Source: an optimization exercise on an open RTL-to-GDS flow (aim: small area and a short achievable clock period). Production flows keep margins and buffers that such runs may drop.
Function was checked by simulation only, so behaviour that the tests miss may differ from the original.
The flow treats the clock pin as an ideal source, which a real chip does not have.
Power figures rest on the tool's default switching activity, not on a simulated workload.

==> flow/design.v (excerpt) <==
module cpu_trace_buffer #(
    parameter int unsigned DEPTH     = 64,
    parameter int unsigned POST_TRIG = 32,
    parameter int unsigned AW        = $clog2(DEPTH)
) (
    input  logic          clk,
    input  logic          rst,
    input  logic          arm,
    input  logic          force_trig,
    input  logic          trig_en,
    input  logic [15:0]   trig_pc,
    input  logic          trace_valid,
    input  logic [15:0]   trace_pc,
    input  logic [7:0]    trace_ir,
    input  logic [15:0]   trace_sp,
    input  logic [3:0]    trace_flags,
    input  logic          rd_en,
    output logic          rd_valid,
    output logic [43:0]   rd_data,
    output logic [1:0]    state,
    output logic [AW:0]   entries,
    output logic          done
);
Size: ~4,300 cells after synthesis, about 120 I/O pins.
Settings: LEC_CHECK=0, CAP_MARGIN=20, CORE_MARGIN=2, CORE_UTILIZATION=65, SETUP_SLACK_MARGIN=2.15, SLEW_MARGIN=20; clock period 4.0 ns.
standard.sh (not shown) runs the stock make flow with config.mk's settings and CLKGATE_MAP_FILE= SYNTH_SCRIPT=/design/flow/synth_recipe.tcl, a recipe that flattens the netlist after the stock synthesis.
==> flow/flow/run.sh <==
#!/bin/bash
# Own layout flow: the standard ORFS flow (standard.sh, unchanged synthesis), with these
# changes to how the layout is made:
#  - the port buffers are plain sky130_fd_sc_hd__buf_2 cells (the default pick is a delay
#    cell that footprint-matched repair cannot swap out later);
#  - after repair_design, fanout_tree.tcl replaces the buffering of the storage enable net
#    (about 2800 DE pins) with a two-level grid tree;
#  - the clock tree uses sink clusters of 30 within 60 um and no dummy loads;
#  - after CTS, split_root.tcl gives the clock port four root buffers instead of one (each
#    drives the level-1 buffers on its side), so the balanced tree has a shorter delay.
# make's full output goes to flow_make.log here; each ORFS step keeps its own log under
# orfs/logs/ (the hooks print to 3_4_place_resized.log and 4_1_cts.log).
set -euo pipefail
cd "$(dirname "$0")/.."
bash standard.sh \
  'BUFFER_PORTS_ARGS=-buffer_cell sky130_fd_sc_hd__buf_2' \
  "POST_RESIZE_TCL=$PWD/flow/fanout_tree.tcl" \
  'CTS_ARGS=-sink_clustering_enable -repair_clock_nets -sink_clustering_size 30 -sink_clustering_max_diameter 60 -dont_use_dummy_load' \
  "POST_CTS_TCL=$PWD/flow/split_root.tcl" \
  finish > flow_make.log 2>&1
==> flow/flow/fanout_tree.tcl <==
# Rebuild the buffer tree of a high-fanout net as a two-level grid tree (own flow, see run.sh).
proc ft_is_buffer { inst } {
  set m [[$inst getMaster] getName]
  return [regexp {^sky130_fd_sc_hd__(buf|clkbuf|bufbuf)_[0-9]+$} $m]
}
proc ft_center { inst } {
  set bb [$inst getBBox]
  return [list [expr {([$bb xMin]+[$bb xMax])/2}] [expr {([$bb yMin]+[$bb yMax])/2}]]
}
proc build_fanout_tree { root_net ncol nrow leaf_cell mid_cell root_cell prefix sink_pin } {
  set block [ord::get_db_block]
  # collect sinks through existing buffers
  set sinks {}; set bufs {}; set nets {}
  set todo [list $root_net]
  while {[llength $todo]} {
    set net [lindex $todo 0]; set todo [lrange $todo 1 end]
    foreach it [$net getITerms] {
      if {![$it isInputSignal]} continue
      set inst [$it getInst]
      if {[ft_is_buffer $inst]} {
        lappend bufs $inst
        set onet [[$inst findITerm X] getNet]
        if {$onet != "NULL"} { lappend todo $onet; lappend nets $onet }
      } else {
        lappend sinks $it
      }
    }
  }
  puts "fanout tree [$root_net getName]: [llength $sinks] sinks, removing [llength $bufs] buffers"
  foreach b $bufs { foreach it [$b getITerms] { $it disconnect } ; odb::dbInst_destroy $b }
  foreach n $nets { odb::dbNet_destroy $n }
  # only pins named sink_pin go into the tree; other loads hang on the driver's net
  set tree_sinks {}
  foreach it $sinks {
    if {$sink_pin eq "" || [[$it getMTerm] getName] eq $sink_pin} { lappend tree_sinks $it } else { $it disconnect; $it connect $root_net }
  }
  puts "fanout tree: [llength $tree_sinks] $sink_pin pins in the tree, [expr {[llength $sinks]-[llength $tree_sinks]}] other loads on the driver"
  set sinks $tree_sinks
  # optional root buffer next to the driver
  set top_net $root_net
  if {$root_cell ne ""} {
    set drv_it [$root_net getFirstOutput]
    set rootb [odb::dbInst_create $block [[ord::get_db] findMaster $root_cell] "${prefix}_root"]
    set top_net [odb::dbNet_create $block "${prefix}_rootnet"]
    [$rootb findITerm A] connect $root_net
    [$rootb findITerm X] connect $top_net
    set c [ft_center [$drv_it getInst]]
    $rootb setLocation [lindex $c 0] [lindex $c 1]
    $rootb setPlacementStatus PLACED
  }
  # sort sinks into columns by x, then rows by y
  set pts {}
  foreach it $sinks { set c [ft_center [$it getInst]]; lappend pts [list $it [lindex $c 0] [lindex $c 1]] }
  set pts [lsort -integer -index 1 $pts]
  set n [llength $pts]
  set leafm [[ord::get_db] findMaster $leaf_cell]
  if {$mid_cell ne ""} { set midm [[ord::get_db] findMaster $mid_cell] }
  set li 0
  for {set c 0} {$c < $ncol} {incr c} {
    set col [lsort -integer -index 2 [lrange $pts [expr {$c*$n/$ncol}] [expr {($c+1)*$n/$ncol - 1}]]]
    set cn [llength $col]
    if {$cn == 0} continue
    if {$mid_cell ne ""} {
      set mid [odb::dbInst_create $block $midm "${prefix}_mid$c"]
      set mnet [odb::dbNet_create $block "${prefix}_midnet$c"]
      [$mid findITerm A] connect $top_net
      [$mid findITerm X] connect $mnet
    } else {
      set mnet $top_net
    }
    set msx 0; set msy 0; set mc 0
    for {set r 0} {$r < $nrow} {incr r} {
      set grp [lrange $col [expr {$r*$cn/$nrow}] [expr {($r+1)*$cn/$nrow - 1}]]
      if {[llength $grp] == 0} continue
      set sx 0; set sy 0
      foreach p $grp { set sx [expr {$sx + [lindex $p 1]}]; set sy [expr {$sy + [lindex $p 2]}] }
      set cx [expr {$sx / [llength $grp]}]; set cy [expr {$sy / [llength $grp]}]
      set leaf [odb::dbInst_create $block $leafm "${prefix}_leaf$li"]
      set lnet [odb::dbNet_create $block "${prefix}_leafnet$li"]
      incr li
      [$leaf findITerm A] connect $mnet
      [$leaf findITerm X] connect $lnet
      foreach p $grp { set it [lindex $p 0]; $it disconnect; $it connect $lnet }
      $leaf setLocation $cx $cy
      $leaf setPlacementStatus PLACED
      set msx [expr {$msx + $cx}]; set msy [expr {$msy + $cy}]; incr mc
    }
    if {$mid_cell ne ""} {
      $mid setLocation [expr {$msx / $mc}] [expr {$msy / $mc}]
      $mid setPlacementStatus PLACED
    }
  }
  puts "fanout tree [$root_net getName]: $li leaf buffers ($leaf_cell), $ncol mid buffers ($mid_cell), root buffer '$root_cell'"
}

# The net feeding pin sink_pin of the first instance of cell sink_cell, traced back through
# buffers to the first driver that is not a buffer.
proc ft_source_net { sink_cell sink_pin } {
  set block [ord::get_db_block]
  set inst "NULL"
  foreach i [$block getInsts] {
    if {[[$i getMaster] getName] eq $sink_cell} { set inst $i; break }
  }
  set net [[$inst findITerm $sink_pin] getNet]
  while {1} {
    set drv [$net getFirstOutput]
    if {$drv == "NULL"} { return $net }
    set dinst [$drv getInst]
    if {![ft_is_buffer $dinst]} { return $net }
    set net [[$dinst findITerm A] getNet]
  }
}

# Post-resize hook: the storage enable (one net reaching the DE pin of every storage
# flip-flop, about 2800 pins) gets a buffer tree of its own: a root buffer by its driver,
# 8 column buffers, each driving 16 leaf buffers of about 22 DE pins. Detailed placement
# legalizes the new buffers next.
build_fanout_tree [ft_source_net sky130_fd_sc_hd__edfxtp_1 DE] 8 16 sky130_fd_sc_hd__buf_4 sky130_fd_sc_hd__buf_16 sky130_fd_sc_hd__buf_16 detree DE

# The read select: each one-hot select flip-flop drives one input of the read mux in
# every bit (44 loads); give each of them 4 leaf buffers of about 11 loads.
foreach inst [[ord::get_db_block] getInsts] {
  if {[regexp {^rd_sel} [$inst getName]] && [[$inst getMaster] getName] ne "" && [$inst findITerm Q] ne "NULL"} {
    set net [[$inst findITerm Q] getNet]
    if {$net ne "NULL" && [llength [$net getITerms]] > 12} {
      set tag [regsub -all {[^A-Za-z0-9_]} [$inst getName] {_}]
      build_fanout_tree $net 2 2 sky130_fd_sc_hd__buf_4 "" "" seltree_$tag ""
    }
  }
}
Other scripts of this flow, unchanged in this note and not shown: flow/flow/split_root.tcl
The first run completed with no timing, DRC or antenna violations.
Then changed:
--- a/flow/flow/run.sh
+++ b/flow/flow/run.sh
@@ -9,3 +9,5 @@
 #  - after CTS, split_root.tcl gives the clock port four root buffers instead of one (each
-#    drives the level-1 buffers on its side), so the balanced tree has a shorter delay.
+#    drives the level-1 buffers on its side), so the balanced tree has a shorter delay;
+#  - the timing repair right after CTS is skipped (it would see the tree before the split);
+#    the repair after global routing, which also fixes hold, does the work.
 # make's full output goes to flow_make.log here; each ORFS step keeps its own log under
@@ -19,2 +21,3 @@
   "POST_CTS_TCL=$PWD/flow/split_root.tcl" \
+  'SKIP_CTS_REPAIR_TIMING=1' \
   finish > flow_make.log 2>&1
--- a/flow/flow/fanout_tree.tcl
+++ b/flow/flow/fanout_tree.tcl
@@ -117,3 +117,3 @@
 # legalizes the new buffers next.
-build_fanout_tree [ft_source_net sky130_fd_sc_hd__edfxtp_1 DE] 8 16 sky130_fd_sc_hd__buf_4 sky130_fd_sc_hd__buf_16 sky130_fd_sc_hd__buf_16 detree DE
+build_fanout_tree [ft_source_net sky130_fd_sc_hd__edfxtp_1 DE] 8 16 sky130_fd_sc_hd__buf_8 sky130_fd_sc_hd__buf_16 sky130_fd_sc_hd__buf_16 detree DE
 
Power barely changes.
Routed wire length hardly moves.
Worst setup slack improved by 0.0042 ns.
Then changed:
--- a/flow/flow/run.sh
+++ b/flow/flow/run.sh
@@ -9,5 +9,3 @@
 #  - after CTS, split_root.tcl gives the clock port four root buffers instead of one (each
-#    drives the level-1 buffers on its side), so the balanced tree has a shorter delay;
-#  - the timing repair right after CTS is skipped (it would see the tree before the split);
-#    the repair after global routing, which also fixes hold, does the work.
+#    drives the level-1 buffers on its side), so the balanced tree has a shorter delay.
 # make's full output goes to flow_make.log here; each ORFS step keeps its own log under
@@ -21,3 +19,2 @@
   "POST_CTS_TCL=$PWD/flow/split_root.tcl" \
-  'SKIP_CTS_REPAIR_TIMING=1' \
   finish > flow_make.log 2>&1
- SETUP_SLACK_MARGIN: 2.15 -> 1.9
Outcome: Power hardly moves; flip-flop and latch count does not change; setup slack stays flat; global-route usage barely changes; clock power hardly moves; routed wire length barely changes; clock skew barely changes.
Then changed:
--- a/flow/flow/run.sh
+++ b/flow/flow/run.sh
@@ -9,3 +9,5 @@
 #  - after CTS, split_root.tcl gives the clock port four root buffers instead of one (each
-#    drives the level-1 buffers on its side), so the balanced tree has a shorter delay.
+#    drives the level-1 buffers on its side), so the balanced tree has a shorter delay;
+#  - the timing repair right after CTS is skipped (it would see the tree before the split);
+#    the repair after global routing, which also fixes hold, does the work.
 # make's full output goes to flow_make.log here; each ORFS step keeps its own log under
@@ -19,2 +21,3 @@
   "POST_CTS_TCL=$PWD/flow/split_root.tcl" \
+  'SKIP_CTS_REPAIR_TIMING=1' \
   finish > flow_make.log 2>&1
--- a/flow/flow/fanout_tree.tcl
+++ b/flow/flow/fanout_tree.tcl
@@ -117,3 +117,3 @@
 # legalizes the new buffers next.
-build_fanout_tree [ft_source_net sky130_fd_sc_hd__edfxtp_1 DE] 8 16 sky130_fd_sc_hd__buf_8 sky130_fd_sc_hd__buf_16 sky130_fd_sc_hd__buf_16 detree DE
+build_fanout_tree [ft_source_net sky130_fd_sc_hd__edfxtp_1 DE] 8 16 sky130_fd_sc_hd__buf_4 sky130_fd_sc_hd__buf_16 sky130_fd_sc_hd__buf_16 detree DE
 
- SETUP_SLACK_MARGIN: 1.9 -> 2.15
Result: Core utilization goes down by 0.32 points; final area decreases by 0.45%; synthesized cell count does not change.
Then changed:
--- a/flow/flow/run.sh
+++ b/flow/flow/run.sh
@@ -9,5 +9,3 @@
 #  - after CTS, split_root.tcl gives the clock port four root buffers instead of one (each
-#    drives the level-1 buffers on its side), so the balanced tree has a shorter delay;
-#  - the timing repair right after CTS is skipped (it would see the tree before the split);
-#    the repair after global routing, which also fixes hold, does the work.
+#    drives the level-1 buffers on its side), so the balanced tree has a shorter delay.
 # make's full output goes to flow_make.log here; each ORFS step keeps its own log under
@@ -21,3 +19,2 @@
   "POST_CTS_TCL=$PWD/flow/split_root.tcl" \
-  'SKIP_CTS_REPAIR_TIMING=1' \
   finish > flow_make.log 2>&1
--- a/flow/flow/fanout_tree.tcl
+++ b/flow/flow/fanout_tree.tcl
@@ -117,3 +117,3 @@
 # legalizes the new buffers next.
-build_fanout_tree [ft_source_net sky130_fd_sc_hd__edfxtp_1 DE] 8 16 sky130_fd_sc_hd__buf_4 sky130_fd_sc_hd__buf_16 sky130_fd_sc_hd__buf_16 detree DE
+build_fanout_tree [ft_source_net sky130_fd_sc_hd__edfxtp_1 DE] 8 16 sky130_fd_sc_hd__buf_8 sky130_fd_sc_hd__buf_16 sky130_fd_sc_hd__buf_16 detree DE
 
What happened: Sequential power barely changes; power stays flat; flip-flop and latch count does not change; setup slack is better by 0.018 ns.
Then changed:
--- a/flow/flow/run.sh
+++ b/flow/flow/run.sh
@@ -7,3 +7,4 @@
 #    (about 2800 DE pins) with a two-level grid tree;
-#  - the clock tree uses sink clusters of 30 within 60 um and no dummy loads;
+#  - the clock tree uses sink clusters of 18 within 45 um driven by clkbuf_8 leaf buffers,
+#    and no dummy loads;
 #  - after CTS, split_root.tcl gives the clock port four root buffers instead of one (each
@@ -17,3 +18,3 @@
   "POST_RESIZE_TCL=$PWD/flow/fanout_tree.tcl" \
-  'CTS_ARGS=-sink_clustering_enable -repair_clock_nets -sink_clustering_size 30 -sink_clustering_max_diameter 60 -dont_use_dummy_load' \
+  'CTS_ARGS=-sink_clustering_enable -repair_clock_nets -sink_clustering_size 18 -sink_clustering_max_diameter 45 -sink_clustering_buffer sky130_fd_sc_hd__clkbuf_8 -dont_use_dummy_load' \
   "POST_CTS_TCL=$PWD/flow/split_root.tcl" \
--- a/flow/flow/fanout_tree.tcl
+++ b/flow/flow/fanout_tree.tcl
@@ -117,3 +117,3 @@
 # legalizes the new buffers next.
-build_fanout_tree [ft_source_net sky130_fd_sc_hd__edfxtp_1 DE] 8 16 sky130_fd_sc_hd__buf_8 sky130_fd_sc_hd__buf_16 sky130_fd_sc_hd__buf_16 detree DE
+build_fanout_tree [ft_source_net sky130_fd_sc_hd__edfxtp_1 DE] 8 16 sky130_fd_sc_hd__buf_4 sky130_fd_sc_hd__buf_16 sky130_fd_sc_hd__buf_16 detree DE
 
Power fell by a few percent.
Sequential power hardly moves.
Register-to-register slack gains 0.05 ns.
Clock power shrinks by a little under a tenth.
Synthesized area stays the same.

afterwards: timing with drivers on the ports:
In the flow no input, the clock included, has a driving cell. The finished layouts below were timed again as built, in two steps. Step 1: set_driving_cell puts a clkbuf_16 on clk and a buf_2 on each other input, an assumption about the parent block. Step 2, shift: input delay + t, output delay - t, t = (earliest + latest rising clock arrival at the registers) / 2. This alone moves slack from input paths to output paths. Slacks: no drivers / after step 1 / after step 2; pairs: no drivers / after step 1.
run	t (ns)	slack for setup (ns)	hold slack, ns	slew at the worst register clock pin (ns)	pins driven straight from the clock port
the first run	0.700	2.060 / 1.913 / 1.601	0.376 / 0.277 / 0.376	0.11 / 0.11	4
the second run	0.684	2.064 / 1.927 / 1.651	0.246 / 0.139 / 0.364	0.11 / 0.11	4
the third run	0.686	2.065 / 1.925 / 1.654	0.363 / 0.285 / 0.363	0.11 / 0.11	4
the fourth run	0.698	2.063 / 1.918 / 1.602	0.229 / 0.113 / 0.380	0.11 / 0.11	4
the fifth run	0.685	2.081 / 1.942 / 1.657	0.364 / 0.283 / 0.364	0.11 / 0.11	4
the sixth run	0.695	2.080 / 1.934 / 1.606	0.383 / 0.279 / 0.383	0.11 / 0.11	4
After both steps every run listed still meets setup and hold. For the sixth run, which loses most, drivers alone change the setup slack by -0.146 ns; drivers and shift together by -0.474 ns.
